Background: an optimization exercise with open tools, aiming at small area. Do not read the settings as production practice.
In this exercise RTL edits were held to simulation tests only and were not proved equivalent to the original.
No activity file was given, so power comes from the tool's default toggle rates.

===== flow/config.mk =====
export PLATFORM = sky130hd
export DESIGN_NAME = ebvc_top
export DESIGN_NICKNAME = ebvc_top
export VERILOG_FILES = /design/flow/design.v
export SDC_FILE = /design/flow/constraint.sdc
export NUM_CORES = 4
export LEC_CHECK = 0
export CAP_MARGIN = 20
export CORE_MARGIN = 2
export CORE_UTILIZATION = 40
export SLEW_MARGIN = 20

===== flow/run.sh =====
#!/bin/bash
# synth_recipe.tcl (not shown) runs the flow's synth.tcl, then flattens the netlist and writes it again
# the make line also repeats each setting of config.mk as NAME=value (left out here)
make -C /OpenROAD-flow-scripts/flow DESIGN_CONFIG=/design/flow/config.mk WORK_HOME=/design/flow/orfs CLKGATE_MAP_FILE= SYNTH_SCRIPT=/design/flow/synth_recipe.tcl finish

===== flow/constraint.sdc =====
create_clock -name core_clock -period 9.0 [get_ports {clk}]
set_input_delay 1.8000 -clock core_clock [delete_from_list [all_inputs] [get_ports {clk}]]
set_output_delay 1.8000 -clock core_clock [all_outputs]
set_load 0.01 [all_outputs]

===== flow/design.v =====
`default_nettype none
package ebvc_pkg;
	localparam int DATA_W    = 8;               
	localparam int ADDR_W    = 8;               
	localparam int MEM_DEPTH = 1 << ADDR_W;     
	typedef logic [DATA_W-1:0] byte_t;
	typedef logic [ADDR_W-1:0] addr_t;
	localparam addr_t RESET_PC = '0;            
	typedef enum logic [7:0] {
		OP_NOP = 8'h00,
		OP_LDX = 8'h01, OP_LIX = 8'h02, OP_STX = 8'h03,
		OP_LDY = 8'h09, OP_LIY = 8'h0A, OP_STY = 8'h0B,
		OP_LDZ = 8'h11, OP_LIZ = 8'h12, OP_STZ = 8'h13,
		OP_INZ = 8'h15, OP_DEZ = 8'h16, OP_CLZ = 8'h17,
		OP_LDA = 8'h19, OP_LIA = 8'h1A, OP_STA = 8'h1B, OP_CLA = 8'h1C,
		OP_ADX = 8'h21, OP_ADY = 8'h22, OP_ADZ = 8'h23, OP_ADD = 8'h24, OP_ADI = 8'h25,
		OP_SUX = 8'h36, OP_SUY = 8'h37, OP_SUZ = 8'h38, OP_SUB = 8'h39, OP_SUI = 8'h3A,
		OP_JMP = 8'h81, OP_JZS = 8'h82, OP_JZC = 8'h83, OP_JCS = 8'h84, OP_JCC = 8'h85,
		OP_CMP = 8'hC1, OP_CMI = 8'hC2, OP_CPX = 8'hC3, OP_CPY = 8'hC4, OP_CPZ = 8'hC5,
		OP_CLC = 8'hC6,
		OP_CLO = 8'hF9, OP_OTX = 8'hFA, OP_OTY = 8'hFB, OP_OTZ = 8'hFC, OP_OTA = 8'hFD,
		OP_HLT = 8'hFF
	} opcode_e;
	typedef enum logic [1:0] {
		SEL_X,                                  
		SEL_Y,
		SEL_Z,
		SEL_A                                   
	} reg_sel_e;
	typedef enum logic [2:0] {
		ALU_PASS,                               
		ALU_ADD,                                
		ALU_SUB,                                
		ALU_CMP,                                
		ALU_INC,
		ALU_DEC,
		ALU_CLR,                                
		ALU_CLR_ACC                             
	} alu_op_e;
	typedef enum logic [2:0] {
		IDLE,                                   
		FETCH,                                  
		DECODE,                                 
		OPERAND,                                
		READ,                                   
		EXEC                                    
	} step_e;
endpackage
`default_nettype wire
`timescale 1ns/1ps
`default_nettype none
module ebvc_mem (
	input  logic            clk,
	input  logic            rst_n,
	input  logic            busy,           
	input  ebvc_pkg::addr_t cpu_addr,
	input  logic            cpu_we,
	input  ebvc_pkg::byte_t cpu_wdata,
	output ebvc_pkg::byte_t cpu_rdata,
	input  logic            host_req,
	input  logic            host_we,
	input  ebvc_pkg::addr_t host_addr,
	input  ebvc_pkg::byte_t host_wdata,
	output logic            host_ack,
	output ebvc_pkg::byte_t host_rdata
);
	ebvc_pkg::byte_t mem [ebvc_pkg::MEM_DEPTH];
	logic            host_go;               
	assign host_go = host_req && !host_ack && !busy;
	always_ff @(posedge clk) begin
		if (!rst_n) begin
			host_ack <= 1'b0;
		end else if (host_go) begin
			host_ack <= 1'b1;               
		end else if (host_ack && !host_req) begin
			host_ack <= 1'b0;               
		end
	end
	always_ff @(posedge clk) begin
		if (busy) begin
			if (cpu_we) begin
				mem[cpu_addr] <= cpu_wdata;     
			end
			cpu_rdata <= mem[cpu_addr];     
		end else if (host_go) begin
			if (host_we) begin
				mem[host_addr] <= host_wdata;
			end
			host_rdata <= mem[host_addr];   
		end
	end
endmodule
`default_nettype wire
`timescale 1ns/1ps
`default_nettype none
module ebvc_sequencer (
	input  logic                clk,
	input  logic                rst_n,
	input  logic                run,
	input  ebvc_pkg::byte_t     cpu_rdata,
	input  logic                carry,
	input  logic                zero,
	output ebvc_pkg::addr_t     cpu_addr,
	output logic                cpu_we,
	output logic                busy,
	output logic                ld_en,
	output ebvc_pkg::alu_op_e   alu_op,
	output ebvc_pkg::reg_sel_e  dst_sel,
	output ebvc_pkg::reg_sel_e  src_sel,
	output logic                src_mem,
	output logic                port_op,
	output logic                clear_all
);
	ebvc_pkg::step_e   state;
	ebvc_pkg::addr_t   pc;
	ebvc_pkg::opcode_e ir;
	ebvc_pkg::addr_t   oa;              
	logic              rd_wait;         
	ebvc_pkg::opcode_e op;              
	logic              d_op;            
	logic              d_imm;
	logic              d_dir;
	logic              d_st;
	logic              d_jmp;
	logic              d_port;
	logic              d_hlt;
	logic              d_taken;
	logic              multi;           
	assign op = (state == ebvc_pkg::DECODE) ? ebvc_pkg::opcode_e'(cpu_rdata) : ir;
	always_comb begin
		alu_op  = ebvc_pkg::ALU_PASS;
		dst_sel = ebvc_pkg::SEL_A;
		case (op)
			ebvc_pkg::OP_LDX, ebvc_pkg::OP_LDY, ebvc_pkg::OP_LDZ, ebvc_pkg::OP_LDA,
			ebvc_pkg::OP_LIX, ebvc_pkg::OP_LIY, ebvc_pkg::OP_LIZ, ebvc_pkg::OP_LIA:
				dst_sel = ebvc_pkg::reg_sel_e'(op[4:3]);
			ebvc_pkg::OP_INZ: begin
				alu_op  = ebvc_pkg::ALU_INC;
				dst_sel = ebvc_pkg::SEL_Z;
			end
			ebvc_pkg::OP_DEZ: begin
				alu_op  = ebvc_pkg::ALU_DEC;
				dst_sel = ebvc_pkg::SEL_Z;
			end
			ebvc_pkg::OP_CLZ: begin
				alu_op  = ebvc_pkg::ALU_CLR;
				dst_sel = ebvc_pkg::SEL_Z;
			end
			ebvc_pkg::OP_CLA: alu_op = ebvc_pkg::ALU_CLR_ACC;
			ebvc_pkg::OP_ADX, ebvc_pkg::OP_ADY, ebvc_pkg::OP_ADZ,
			ebvc_pkg::OP_ADD, ebvc_pkg::OP_ADI: alu_op = ebvc_pkg::ALU_ADD;
			ebvc_pkg::OP_SUX, ebvc_pkg::OP_SUY, ebvc_pkg::OP_SUZ,
			ebvc_pkg::OP_SUB, ebvc_pkg::OP_SUI: alu_op = ebvc_pkg::ALU_SUB;
			ebvc_pkg::OP_CPX, ebvc_pkg::OP_CPY, ebvc_pkg::OP_CPZ,
			ebvc_pkg::OP_CMP, ebvc_pkg::OP_CMI: alu_op = ebvc_pkg::ALU_CMP;
			ebvc_pkg::OP_CLC: begin
				alu_op  = ebvc_pkg::ALU_CMP;
				dst_sel = ebvc_pkg::SEL_X;      
			end
			ebvc_pkg::OP_CLO: alu_op = ebvc_pkg::ALU_CLR;
			default: ;
		endcase
	end
	always_comb begin
		d_op   = 1'b0;
		d_imm  = 1'b0;
		d_dir  = 1'b0;
		d_st   = 1'b0;
		d_jmp  = 1'b0;
		d_port = 1'b0;
		d_hlt  = 1'b0;
		case (op)
			ebvc_pkg::OP_LDX, ebvc_pkg::OP_LDY, ebvc_pkg::OP_LDZ, ebvc_pkg::OP_LDA,
			ebvc_pkg::OP_ADD, ebvc_pkg::OP_SUB, ebvc_pkg::OP_CMP: begin
				d_op  = 1'b1;
				d_dir = 1'b1;
			end
			ebvc_pkg::OP_LIX, ebvc_pkg::OP_LIY, ebvc_pkg::OP_LIZ, ebvc_pkg::OP_LIA,
			ebvc_pkg::OP_ADI, ebvc_pkg::OP_SUI, ebvc_pkg::OP_CMI: begin
				d_op  = 1'b1;
				d_imm = 1'b1;
			end
			ebvc_pkg::OP_STX, ebvc_pkg::OP_STY, ebvc_pkg::OP_STZ,
			ebvc_pkg::OP_STA: d_st = 1'b1;
			ebvc_pkg::OP_INZ, ebvc_pkg::OP_DEZ, ebvc_pkg::OP_CLZ, ebvc_pkg::OP_CLA,
			ebvc_pkg::OP_ADX, ebvc_pkg::OP_ADY, ebvc_pkg::OP_ADZ,
			ebvc_pkg::OP_SUX, ebvc_pkg::OP_SUY, ebvc_pkg::OP_SUZ,
			ebvc_pkg::OP_CPX, ebvc_pkg::OP_CPY, ebvc_pkg::OP_CPZ,
			ebvc_pkg::OP_CLC: d_op = 1'b1;
			ebvc_pkg::OP_JMP, ebvc_pkg::OP_JZS, ebvc_pkg::OP_JZC,
			ebvc_pkg::OP_JCS, ebvc_pkg::OP_JCC: d_jmp = 1'b1;
			ebvc_pkg::OP_CLO, ebvc_pkg::OP_OTX, ebvc_pkg::OP_OTY,
			ebvc_pkg::OP_OTZ, ebvc_pkg::OP_OTA: d_port = 1'b1;
			ebvc_pkg::OP_HLT: d_hlt = 1'b1;
			default: ;
		endcase
	end
	always_comb begin
		case (op)
			ebvc_pkg::OP_ADX, ebvc_pkg::OP_SUX, ebvc_pkg::OP_CPX,
			ebvc_pkg::OP_OTX, ebvc_pkg::OP_STX: src_sel = ebvc_pkg::SEL_X;
			ebvc_pkg::OP_ADY, ebvc_pkg::OP_SUY, ebvc_pkg::OP_CPY,
			ebvc_pkg::OP_OTY, ebvc_pkg::OP_STY: src_sel = ebvc_pkg::SEL_Y;
			ebvc_pkg::OP_ADZ, ebvc_pkg::OP_SUZ, ebvc_pkg::OP_CPZ,
			ebvc_pkg::OP_OTZ, ebvc_pkg::OP_STZ: src_sel = ebvc_pkg::SEL_Z;
			default: src_sel = ebvc_pkg::SEL_A;
		endcase
	end
	always_comb begin
		case (op)
			ebvc_pkg::OP_JZS: d_taken = zero;
			ebvc_pkg::OP_JZC: d_taken = !zero;
			ebvc_pkg::OP_JCS: d_taken = carry;
			ebvc_pkg::OP_JCC: d_taken = !carry;
			default: d_taken = 1'b1;        
		endcase
	end
	assign multi     = d_imm || d_dir || d_st || d_jmp;
	assign src_mem   = d_imm || d_dir;       
	assign busy      = (state != ebvc_pkg::IDLE);
	assign clear_all = (state == ebvc_pkg::IDLE) && run;
	assign ld_en     = d_op && (((state == ebvc_pkg::DECODE) && !multi) ||
		(state == ebvc_pkg::EXEC));
	assign port_op   = d_port && (state == ebvc_pkg::DECODE);
	assign cpu_we    = d_st && (state == ebvc_pkg::EXEC);
	assign cpu_addr  = (((state == ebvc_pkg::READ) && rd_wait) || cpu_we) ? oa : pc;
	always_ff @(posedge clk) begin
		if (!rst_n) begin
			state   <= ebvc_pkg::IDLE;
			pc      <= ebvc_pkg::RESET_PC;
			ir      <= ebvc_pkg::OP_NOP;
			rd_wait <= 1'b0;
		end else begin
			case (state)
				ebvc_pkg::IDLE: begin
					if (run) begin
						pc    <= ebvc_pkg::RESET_PC;
						state <= ebvc_pkg::FETCH;
					end
				end
				ebvc_pkg::FETCH: begin
					pc    <= pc + 1'b1;
					state <= ebvc_pkg::DECODE;
				end
				ebvc_pkg::DECODE: begin
					ir <= op;
					if (multi) begin
						state <= ebvc_pkg::OPERAND;
					end else if (d_hlt) begin
						state <= ebvc_pkg::IDLE;    
					end else begin
						state <= ebvc_pkg::FETCH;
					end
				end
				ebvc_pkg::OPERAND: begin
					pc    <= pc + 1'b1;         
					state <= (d_imm || d_jmp) ? ebvc_pkg::EXEC : ebvc_pkg::READ;
				end
				ebvc_pkg::READ: begin
					if (rd_wait) begin
						rd_wait <= 1'b0;
						state   <= ebvc_pkg::EXEC;
					end else if (d_st) begin
						state <= ebvc_pkg::EXEC;    
					end else begin
						rd_wait <= 1'b1;
					end
				end
				ebvc_pkg::EXEC: begin
					if (d_jmp && d_taken) begin
						pc <= cpu_rdata;
					end
					state <= ebvc_pkg::FETCH;
				end
				default: state <= ebvc_pkg::IDLE;
			endcase
		end
	end
	always_ff @(posedge clk) begin
		if ((state == ebvc_pkg::READ) && !rd_wait) begin
			oa <= cpu_rdata;
		end
	end
endmodule
`default_nettype wire
`timescale 1ns/1ps
`default_nettype none
module ebvc_datapath (
	input  logic                clk,
	input  logic                rst_n,
	input  logic                ld_en,
	input  ebvc_pkg::alu_op_e   alu_op,
	input  ebvc_pkg::reg_sel_e  dst_sel,
	input  ebvc_pkg::reg_sel_e  src_sel,
	input  logic                src_mem,
	input  logic                port_op,
	input  logic                clear_all,
	input  ebvc_pkg::byte_t     cpu_rdata,
	output ebvc_pkg::byte_t     cpu_wdata,
	output logic                carry,
	output logic                zero,
	output ebvc_pkg::byte_t     port_a,
	output logic                port_strobe
);
	ebvc_pkg::byte_t           rf [4];      
	ebvc_pkg::byte_t           acc;
	ebvc_pkg::byte_t           operand;
	logic [ebvc_pkg::DATA_W:0] sum;         
	logic [ebvc_pkg::DATA_W:0] diff;        
	assign acc       = rf[ebvc_pkg::SEL_A];
	assign operand   = src_mem ? cpu_rdata : rf[src_sel];
	assign sum       = {1'b0, acc} + {1'b0, operand};
	assign diff      = {1'b0, acc} - {1'b0, operand};
	assign cpu_wdata = rf[src_sel];          
	always_ff @(posedge clk) begin
		if (!rst_n) begin
			for (int i = 0; i < 4; i++) rf[i] <= '0;
			carry       <= 1'b0;
			zero        <= 1'b0;
			port_a      <= '0;
			port_strobe <= 1'b0;
		end else begin
			port_strobe <= port_op;          
			if (port_op) begin
				port_a <= (alu_op == ebvc_pkg::ALU_CLR) ? '0 : rf[src_sel];
			end
			if (clear_all) begin
				for (int i = 0; i < 4; i++) rf[i] <= '0;     
				carry <= 1'b0;
				zero  <= 1'b0;
			end else if (ld_en) begin
				case (alu_op)
					ebvc_pkg::ALU_PASS: rf[dst_sel] <= operand;
					ebvc_pkg::ALU_ADD: begin
						rf[ebvc_pkg::SEL_A] <= sum[ebvc_pkg::DATA_W-1:0];
						carry               <= sum[ebvc_pkg::DATA_W];
						zero                <= (sum[ebvc_pkg::DATA_W-1:0] == '0);
					end
					ebvc_pkg::ALU_SUB: begin
						rf[ebvc_pkg::SEL_A] <= diff[ebvc_pkg::DATA_W-1:0];
						carry               <= diff[ebvc_pkg::DATA_W];   
						zero                <= (diff[ebvc_pkg::DATA_W-1:0] == '0);
					end
					ebvc_pkg::ALU_CMP: begin
						if (dst_sel == ebvc_pkg::SEL_A) begin
							carry <= (operand >= acc);
							zero  <= (operand == acc);
						end else begin
							carry <= 1'b0;       
						end
					end
					ebvc_pkg::ALU_INC: rf[dst_sel] <= rf[dst_sel] + 1'b1;
					ebvc_pkg::ALU_DEC: rf[dst_sel] <= rf[dst_sel] - 1'b1;
					ebvc_pkg::ALU_CLR: rf[dst_sel] <= '0;
					ebvc_pkg::ALU_CLR_ACC: begin
						rf[ebvc_pkg::SEL_A] <= '0;
						carry               <= 1'b0;
						zero                <= 1'b0;
					end
				endcase
			end
		end
	end
endmodule
`default_nettype wire
`timescale 1ns/1ps
`default_nettype none
module ebvc_top (
	input  logic            clk,
	input  logic            rst_n,
	input  logic            run,             
	input  logic            host_req,
	input  logic            host_we,
	input  ebvc_pkg::addr_t host_addr,
	input  ebvc_pkg::byte_t host_wdata,
	output logic            host_ack,
	output ebvc_pkg::byte_t host_rdata,
	output logic            busy,
	output ebvc_pkg::byte_t port_a,
	output logic            port_strobe
);
	ebvc_pkg::addr_t    cpu_addr;
	logic               cpu_we;
	ebvc_pkg::byte_t    cpu_wdata;
	ebvc_pkg::byte_t    cpu_rdata;
	logic               ld_en;
	ebvc_pkg::alu_op_e  alu_op;
	ebvc_pkg::reg_sel_e dst_sel;
	ebvc_pkg::reg_sel_e src_sel;
	logic               src_mem;
	logic               port_op;
	logic               clear_all;
	logic               carry;
	logic               zero;
	ebvc_mem u_mem (
		.clk        (clk),
		.rst_n      (rst_n),
		.busy       (busy),
		.cpu_addr   (cpu_addr),
		.cpu_we     (cpu_we),
		.cpu_wdata  (cpu_wdata),
		.cpu_rdata  (cpu_rdata),
		.host_req   (host_req),
		.host_we    (host_we),
		.host_addr  (host_addr),
		.host_wdata (host_wdata),
		.host_ack   (host_ack),
		.host_rdata (host_rdata)
	);
	ebvc_sequencer u_seq (
		.clk       (clk),
		.rst_n     (rst_n),
		.run       (run),
		.cpu_rdata (cpu_rdata),
		.carry     (carry),
		.zero      (zero),
		.cpu_addr  (cpu_addr),
		.cpu_we    (cpu_we),
		.busy      (busy),
		.ld_en     (ld_en),
		.alu_op    (alu_op),
		.dst_sel   (dst_sel),
		.src_sel   (src_sel),
		.src_mem   (src_mem),
		.port_op   (port_op),
		.clear_all (clear_all)
	);
	ebvc_datapath u_dp (
		.clk         (clk),
		.rst_n       (rst_n),
		.ld_en       (ld_en),
		.alu_op      (alu_op),
		.dst_sel     (dst_sel),
		.src_sel     (src_sel),
		.src_mem     (src_mem),
		.port_op     (port_op),
		.clear_all   (clear_all),
		.cpu_rdata   (cpu_rdata),
		.cpu_wdata   (cpu_wdata),
		.carry       (carry),
		.zero        (zero),
		.port_a      (port_a),
		.port_strobe (port_strobe)
	);
endmodule
`default_nettype wire

==> out/results.ini <==
[pwr]
clkPwrFrac = 0.389
switching_power_mw = 6.37
swShare = 0.270
comb_power_share = 0.133
p_seq_frac = 0.478
peakVddDrop_mv = 0.153
powerDensity_nw_per_um2 = 207
p_int_mw = 17.2
leakage_nw = 36.6

[drt]
drc = 0
first_pass_iters = 8
ant_nets = 0
viasPerCell = 6.65
vias = 72400
first_iter_violations = 12600
wl_per_cell_um = 32.8
routed_wl_um = 357000

[synth]
muxShareOfSynthArea = 0.157
synth_area_um2 = 103000
syn_area_per_cell_um2 = 13.7
synth_compound_area_frac = 0.0836
yosys_most_used_dff = edfxtp_1
yosys_warnings = 3
synthXorXnorAreaFrac = 0.00272
ys_seq_area_frac = 0.620
synthSimpleGateAreaFrac = 0.105
syn_inst = 7504
syn_nets = 7548
async_flop_share = 0
synth_top_family_by_area = multiplexers
synthAdderAreaFrac = 0.00294
synth-edff-count = 2104
ys_ff_latch = 2136
yosysUniqueCellTypes = 102

[grt]
grt_usage = 0.266
antenna_found_initial = 24
gr-total-overflow = 0
grt_max_degree = 202
grt_pass1_wl_um = 506000
grt_pass1_vias = 68000

[clocking]
cts_setup_buffers = 0
cts_tree = done
clock_path_buffers = 3
clkLatencyLatePin_ps = 900
htreeDepth = 4
cts_resized = 0
postCtsHoldBufs = 0
cts_sinks = 2136
clk_pin_slew_ps = 70
cts_made_buffers = 220
cts_root_buf = clkbuf_16

[floorplan]
core_um2 = 256000
initial_utilization = 0.402
fp.dieW_um = 511
num_rows = 186
die_y_um = 511
die_area_um2 = 261000
ios = 40

[sta]
final.setup.tns_ps = 0
tightest_slew_ps = 1230
finalHoldViolCount = 0
report.final.slew_viol_count = 0
maxSlewHeadroom = 0.183
post-route-min-period_ps = 6350
finalSetupViolCount = 0
period_share = 0.705
fin_skew_ps = 62.1
max_clock_freq_mhz = 158
rsz0062_at_grt = false

[hold_path]
hold_path_class = register to register

[cells_and_area]
final_core_util = 0.444
syn_to_final_growth_pct = 10.6
final_area_um2 = 114000
drive_above_1_share = 0.167
nets = 7340

[outcome]
status = complete, no violations

[place]
post_dp_cell_area_um2 = 107000
hpwl_um = 218000
portBuffers = 39
routabilityCongestion = 0.936

[setup_path]
arrival_ps = 7130
r2r_setup_slack_ps = 2650
cp-start-kind = register
cp-end-kind = register
critPathRequiredTime_ps = 9790
crit_fanout = 23
path_class = register to register

[job]
drv_cap = 0

==> flip-flops by register name, summed over array words and instances (netlist names), 8 cells and up <==
| register | flops |
|---|---|
| u_seq.oa | 8 |
| u_seq.pc | 8 |
| u_mem.host_rdata | 8 |
| u_seq.ir | 8 |
| u_dp.rf | 32 |
| u_dp.port_a | 8 |
| u_mem.mem | 2048 |
| u_mem.cpu_rdata | 8 |
==> layer usage <==
metal / GRT usage / part of all wire
met5: 0 / 0.00050
met4: 0.125 / 0.054
met3: 0.0680 / 0.13
met2: 0.390 / 0.44
met1: 0.370 / 0.38
==> cells in the mapped netlist, types with 16 or more instances <==
library cell | number | area share
mux2i_1 | 47 | 0.0046
a31oi_1 | 22 | 0.0013
edfxtp_1 | 2104 | 0.61
buf_4 | 29 | 0.0021
o22ai_1 | 16 | 0.00097
nor2b_1 | 16 | 0.00097
nor3_1 | 24 | 0.0012
buf_2 | 229 | 0.011
nor2_1 | 354 | 0.013
xnor2_1 | 26 | 0.0022
a22oi_1 | 193 | 0.014
nand2_1 | 1565 | 0.057
dfxtp_1 | 32 | 0.0062
mux2_2 | 20 | 0.0022
inv_1 | 33 | 0.0012
nand3_1 | 351 | 0.017
ha_1 | 21 | 0.0026
clkbuf_1 | 245 | 0.0089
nand4_1 | 109 | 0.0066
buf_1 | 89 | 0.0032
mux4_2 | 680 | 0.15
a32oi_1 | 205 | 0.017
nor4_1 | 46 | 0.0028
a21oi_1 | 807 | 0.039
o21ai_0 | 24 | 0.0012
==> metrics by stage <==
step	hold slack (ps)	total power, mW	setup WS, ps	instances
5_1_grt	483	24.2	2340	10900
6_report	461	23.6	2650	10900
4_1_cts	461	23.6	2750	10900
3_5_place_dp	451	14.5	2790	10500
2_1_floorplan	421	13.4	219	7504
3_3_place_gp	442	14.5	2700	10500
==> cell usage in the layout, fill, tap and decap left out, drive strengths merged, types with 6 or more instances in the layout <==
cell type,instances
a31oi,23
o22ai,16
mux2,26
edfxtp,2104
a21o,12
buf,138
nor2b,16
nand2b,9
nor4b,7
xor2,6
nand4,109
a32oi,209
clkinvlp,9
a21oi,809
or3,6
o21ai,30
clkinv,119
mux4,680
mux2i,52
inv,44
nor4,47
xnor2,26
nand2,1569
nor2,357
nor3b,13
bufinv,20
nand3,352
ha,21
nor3,24
or4,6
a211oi,9
dfxtp,32
clkdlybuf4s50,33
diode,10
a22oi,193
clkbuf,258
==> critical path, cell delays in order (launching register included) <==
cell	delay, ps
dfxtp_1	520
nor3b_4	660
buf_4	420
mux2i_1	570
o21ba_2	240
o32ai_1	90
nand4b_1	830
mux2i_1	620
mux2_4	260
ha_1	350
or3_1	420
nor3_1	190
nor3_1	100
o21ai_0	300
xnor2_1	180
nand3b_1	130
o221ai_1	130
mux2i_1	160
nor2_1	50
==> path summary, 6_finish.rpt <==
check,cells after the start,end,from
worst max-delay path,18,u_dp.zero,u_seq.state[1]
worst min-delay path,2,u_dp.port_a[0],u_dp.port_a[0]
worst max register to register,18,u_dp.zero,u_seq.state[1]
worst min register to register,2,u_dp.port_a[0],u_dp.port_a[0]
==> power groups by stage <==
stage / combinational [mW] / sequential, mW / clock (mW)
6_report: 3.14 / 11.3 / 9.17
5_1_grt: 3.28 / 11.3 / 9.62
4_1_cts: 3.06 / 11.3 / 9.23
3_5_place_dp: 3.06 / 11.5 / 0
3_3_place_gp: 3.03 / 11.5 / 0
2_1_floorplan: 1.89 / 11.5 / 0
==> cell type report <==
cell class	count	area, um^2
Antenna cell	10	25.0
Clock buffer	258	5670
Clock inverter	156	1460
Fill cell	22300	142000
Inverter	36	135
Multi-Input combinational cell	4731	36600
Sequential cell	2136	63800
Tap cell	3384	4230
Timing Repair Buffer	171	1800
==> cell families (layout without fill, tap and decap cells) <==
logic type | after synthesis | count (layout)
DFF | 2136 | 2136
xor gates and xnor gates | 32 | 32
muxes | 758 | 758
other | 0 | 10
buffers and inverters | 637 | 621
AOI/OAI and AO/OA | 1370 | 1370
adders and majority gates | 23 | 23
and+or+nand+nor | 2548 | 2548

## what the ideal ports hide
In the flow no input, the clock included, has a driving cell. The finished layout below was timed again as built, in two steps. Step 1: set_driving_cell puts a clkbuf_16 on clk and a buf_2 on each other input, an assumption about the parent block. Step 2 also shifts input and output timing later by t, the mid clock arrival at the registers, as if the neighbouring blocks saw the same clock. a / b / c = no drivers / after step 1 / after step 2; a / b = the first two.
t (ns): 0.969
slack for setup (ns): 2.655 / 2.655 / 2.655
clock arrival spread, ns: 0.066 / 0.066
worst slew at a driven data input, ns: 0.07
pins driven straight from the clock port: 1
After both steps this run still meets setup and hold. For this run, drivers alone change the setup slack by 0.000 ns; drivers and shift together by 0.000 ns.
